Background: an optimization exercise with open tools, aiming at small area. Do not read the settings as production practice.
Function was checked by simulation only, so behaviour that the tests miss may differ from the original.
Power and IR drop assume default switching activity.

## skinny_core
module skinny_core (
   input  wire logic                     clk,
   input  wire logic                     rst,
   input  wire logic                     start,
   input  wire skinny_data_pkg::block_t   plaintext,
   input  wire skinny_data_pkg::tweakey_t tweakey,
   output logic                          busy,
   output logic                          done,
   output skinny_data_pkg::block_t        ciphertext
);
   logic round_end;
   logic idle;
   logic pol;
   logic last_round;
   logic s_hold, s_sbox, s_art, s_c0, s_c1, s_c2, s_tap4, s_tap8, s_tap12;
   logic k_hold, k_lfsr;
   logic [7:0] tk_x;
   skinny_data_pkg::rc_t rc;
   skinny_round_ctrl u_ctrl (
      .clk        (clk),
      .rst        (rst),
      .start      (start),
      .last_round (last_round),
      .busy       (busy),
      .idle       (idle),
      .pol        (pol),
      .done       (done),
      .round_end  (round_end),
      .s_hold     (s_hold),
      .s_sbox     (s_sbox),
      .s_art      (s_art),
      .s_c0       (s_c0),
      .s_c1       (s_c1),
      .s_c2       (s_c2),
      .s_tap4     (s_tap4),
      .s_tap8     (s_tap8),
      .s_tap12    (s_tap12),
      .k_hold     (k_hold),
      .k_lfsr     (k_lfsr)
   );
   skinny_round_counter u_counter (
      .clk        (clk),
      .busy       (busy),
      .round_end  (round_end),
      .rc         (rc),
      .last_round (last_round)
   );
   skinny_tweakey_schedule u_schedule (
      .clk     (clk),
      .busy    (busy),
      .idle    (idle),
      .hold    (k_hold),
      .pol     (pol),
      .lfsr    (k_lfsr),
      .tweakey (tweakey),
      .head_x  (tk_x)
   );
   skinny_round_datapath u_datapath (
      .clk        (clk),
      .busy       (busy),
      .idle       (idle),
      .pol        (pol),
      .hold       (s_hold),
      .sbox_en    (s_sbox),
      .art        (s_art),
      .c0         (s_c0),
  ...
Size: roughly 1,300 cells after synthesis, roughly 530 flip-flops, roughly 650 I/O pins, roughly 16,000 um^2 of cells after synthesis.
==> module skinny_tweakey_schedule, before the edit <==
module skinny_tweakey_schedule (
   input  wire logic                     clk,
   input  wire logic                     busy,
   input  wire logic                     idle,
   input  wire logic                     hold,
   input  wire logic                     lfsr,
   input  wire logic                     pol,
   input  wire skinny_data_pkg::tweakey_t tweakey,
   output logic [7:0]                    head_x
);
   logic [7:0] k1 [16];
   logic [7:0] k2 [16];
   logic [7:0] k3 [16];
   function automatic logic [7:0] stage(input logic b, input logic nb,
                                        input logic [7:0] d, input logic [7:0] p);
      stage = ~((d | {8{nb}}) & (p | {8{b}}));
   endfunction
   function automatic logic [7:0] lfsr2(input logic [7:0] x);
      lfsr2 = {x[6:0], x[7] ^ x[5] ^ pol};
   endfunction
   function automatic logic [7:0] lfsr3(input logic [7:0] x);
      lfsr3 = {x[0] ^ x[6] ^ pol, x[7:1]};
   endfunction
   assign head_x = k1[0] ^ k2[0] ^ k3[0];
   logic hb, nhb;
   assign hb  = busy & hold;
   assign nhb = busy & !hold;
   function automatic logic [7:0] head(input logic [7:0] h0, input logic [7:0] h1,
                                       input logic [7:0] p);
      head = ~((h0 & {8{hb}}) | (h1 & {8{nhb}}) | (p & {8{idle}}));
   endfunction
   always_ff @(posedge clk) begin
      k1[0] <= head(k1[0], k1[1], tweakey.tk1[7:0]);
      k2[0] <= head(k2[0], k2[1], tweakey.tk2[7:0]);
      k3[0] <= head(k3[0], k3[1], tweakey.tk3[7:0]);
      for (int i = 1; i < 15; i++) begin
         k1[i] <= stage(busy, idle, k1[i+1], tweakey.tk1[135-8*i -: 8]);
         if (i != 7) begin
            k2[i] <= stage(busy, idle, k2[i+1], tweakey.tk2[135-8*i -: 8]);
            k3[i] <= stage(busy, idle, k3[i+1], tweakey.tk3[135-8*i -: 8]);
         end
      end
      k2[7] <= stage(busy, idle, lfsr ? lfsr2(k2[8]) : k2[8], tweakey.tk2[79:72]);
      k3[7] <= stage(busy, idle, lfsr ? lfsr3(k3[8]) : k3[8], tweakey.tk3[79:72]);
      k1[15] <= ~((k1[0] & {8{nhb}}) | (k1[1] & {8{hb}}) |
                  (tweakey.tk1[15:8] & {8{idle}}));
      k2[15] <= ~((k2[0] & {8{nhb}}) | (k2[1] & {8{hb}}) |
                  (tweakey.tk2[15:8] & {8{idle}}));
      k3[15] <= ~((k3[0] & {8{nhb}}) | (k3[1] & {8{hb}}) |
                  (tweakey.tk3[15:8] & {8{idle}}));
   end
endmodule
export LEC_CHECK = 0
export ABC_AREA = 1
export CAP_MARGIN = 20
export CORE_MARGIN = 2
export CORE_UTILIZATION = 45
export SLEW_MARGIN = 20
create_clock -name core_clock -period 4.5 [get_ports {clk}]
standard.sh (not shown) runs the stock make flow with config.mk's settings and CLKGATE_MAP_FILE= SYNTH_SCRIPT=/design/flow/synth_recipe.tcl, a recipe that flattens the netlist after the stock synthesis.
==> flow/flow/run.sh <==
#!/bin/bash
# The standard layout (standard.sh), with three changes:
#  - synthesis maps the logic with an area-oriented ABC script (flow/area.abc,
#    through flow/synth.tcl); registers are as in the standard synthesis;
#  - the smallest buffer on each port instead of the one buffer_ports picks;
#  - a clock tree of small buffers without dummy loads.
set -euo pipefail
here=$(pwd)
export FLOW_ABC_SCRIPT="$here/flow/area.abc"
export BUFFER_PORTS_ARGS="-buffer_cell sky130_fd_sc_hd__buf_1"
export CTS_ARGS="-sink_clustering_enable -repair_clock_nets -dont_use_dummy_load -buf_list sky130_fd_sc_hd__clkbuf_4 -sink_clustering_size 10 -sink_clustering_max_diameter 50"
bash standard.sh SYNTH_SCRIPT="$here/flow/synth.tcl" finish > standard.log 2>&1
==> flow/flow/area.abc <==
strash
dch -f
&get -n
&dch -f
&nf -R 1000 -p
&put
strash
&get -n
&dch -f
&nf -R 1000 -p
&put
topo
==> flow/flow/synth.tcl <==
# The standard flow's synthesis script (synth_recipe.tcl), with ORFS's ABC step run on
# an area-oriented ABC script of our own (flow/area.abc). Everything else,
# the registers included, is as in the standard synthesis.
proc synth {args} { yosys synth -nofsm -noshare {*}$args }
proc abc {args} {
  set i [lsearch -exact $args -script]
  if {$i >= 0} { lset args [expr {$i + 1}] $::env(FLOW_ABC_SCRIPT) }
  yosys abc {*}$args
}
source $::env(SCRIPTS_DIR)/synth.tcl
# left out here: clear keep_hierarchy, flatten, clean up, hide names made inside functions, write 1_2_yosys.v
Then changed:
--- a/flow/design.v
+++ b/flow/design.v
@@ -237,9 +237,11 @@
       lfsr3 = {x[0] ^ x[6] ^ pol, x[7:1]};
    endfunction
    assign head_x = k1[0] ^ k2[0] ^ k3[0];
-   logic hb, nhb;
+   logic hb, nhb, lb, nlb;
    assign hb  = busy & hold;
    assign nhb = busy & !hold;
+   assign lb  = busy & lfsr;
+   assign nlb = busy & !lfsr;
    function automatic logic [7:0] head(input logic [7:0] h0, input logic [7:0] h1,
                                        input logic [7:0] p);
       head = ~((h0 & {8{hb}}) | (h1 & {8{nhb}}) | (p & {8{idle}}));
@@ -255,8 +257,8 @@
             k3[i] <= stage(busy, idle, k3[i+1], tweakey.tk3[135-8*i -: 8]);
          end
       end
-      k2[7] <= stage(busy, idle, lfsr ? lfsr2(k2[8]) : k2[8], tweakey.tk2[79:72]);
-      k3[7] <= stage(busy, idle, lfsr ? lfsr3(k3[8]) : k3[8], tweakey.tk3[79:72]);
+      k2[7] <= ~((k2[8] & {8{nlb}}) | (lfsr2(k2[8]) & {8{lb}}) | (tweakey.tk2[79:72] & {8{idle}}));
+      k3[7] <= ~((k3[8] & {8{nlb}}) | (lfsr3(k3[8]) & {8{lb}}) | (tweakey.tk3[79:72] & {8{idle}}));
       k1[15] <= ~((k1[0] & {8{nhb}}) | (k1[1] & {8{hb}}) |
                   (tweakey.tk1[15:8] & {8{idle}}));
       k2[15] <= ~((k2[0] & {8{nhb}}) | (k2[1] & {8{hb}}) |
What happened: The changed run finished with timing, DRC and antenna clean; clock power is about the same; first-iteration DRC count increases by roughly a tenth; register-to-register slack degrades by 0.17 ns; wire length goes up by a few percent; final area goes down slightly; global-route usage grows by 1.6 points; worst setup slack gets worse by 0.17 ns; synthesized cell count came out lower slightly; maximum frequency came out lower by a few percent; power hardly moves.

## separate check: timing with driven ports
No port has a modelled driver above. Below, the same layouts with a new extraction and two added sets of constraints.
Step 1 (the two cells are an assumption about what drives the block):
set clk [get_ports {clk}]
set_driving_cell -lib_cell sky130_fd_sc_hd__clkbuf_16 $clk
set_driving_cell -lib_cell sky130_fd_sc_hd__buf_2 [delete_from_list [all_inputs] $clk]
Step 2 also shifts input and output timing later by t, the mid clock arrival at the registers, as if the neighbouring blocks saw the same clock.
Slacks: no drivers / after step 1 / after step 2; pairs: no drivers / after step 1.
run | shift t [ns] | setup WS [ns] | clock arrival spread, ns | pins driven straight from the clock port
the first run | 0.818 | 0.506 / 0.506 / 0.506 | 0.131 / 0.131 | 1
the second run | 0.831 | 0.334 / 0.334 / 0.334 | 0.086 / 0.086 | 1
After both steps setup and hold are still met in every run listed.
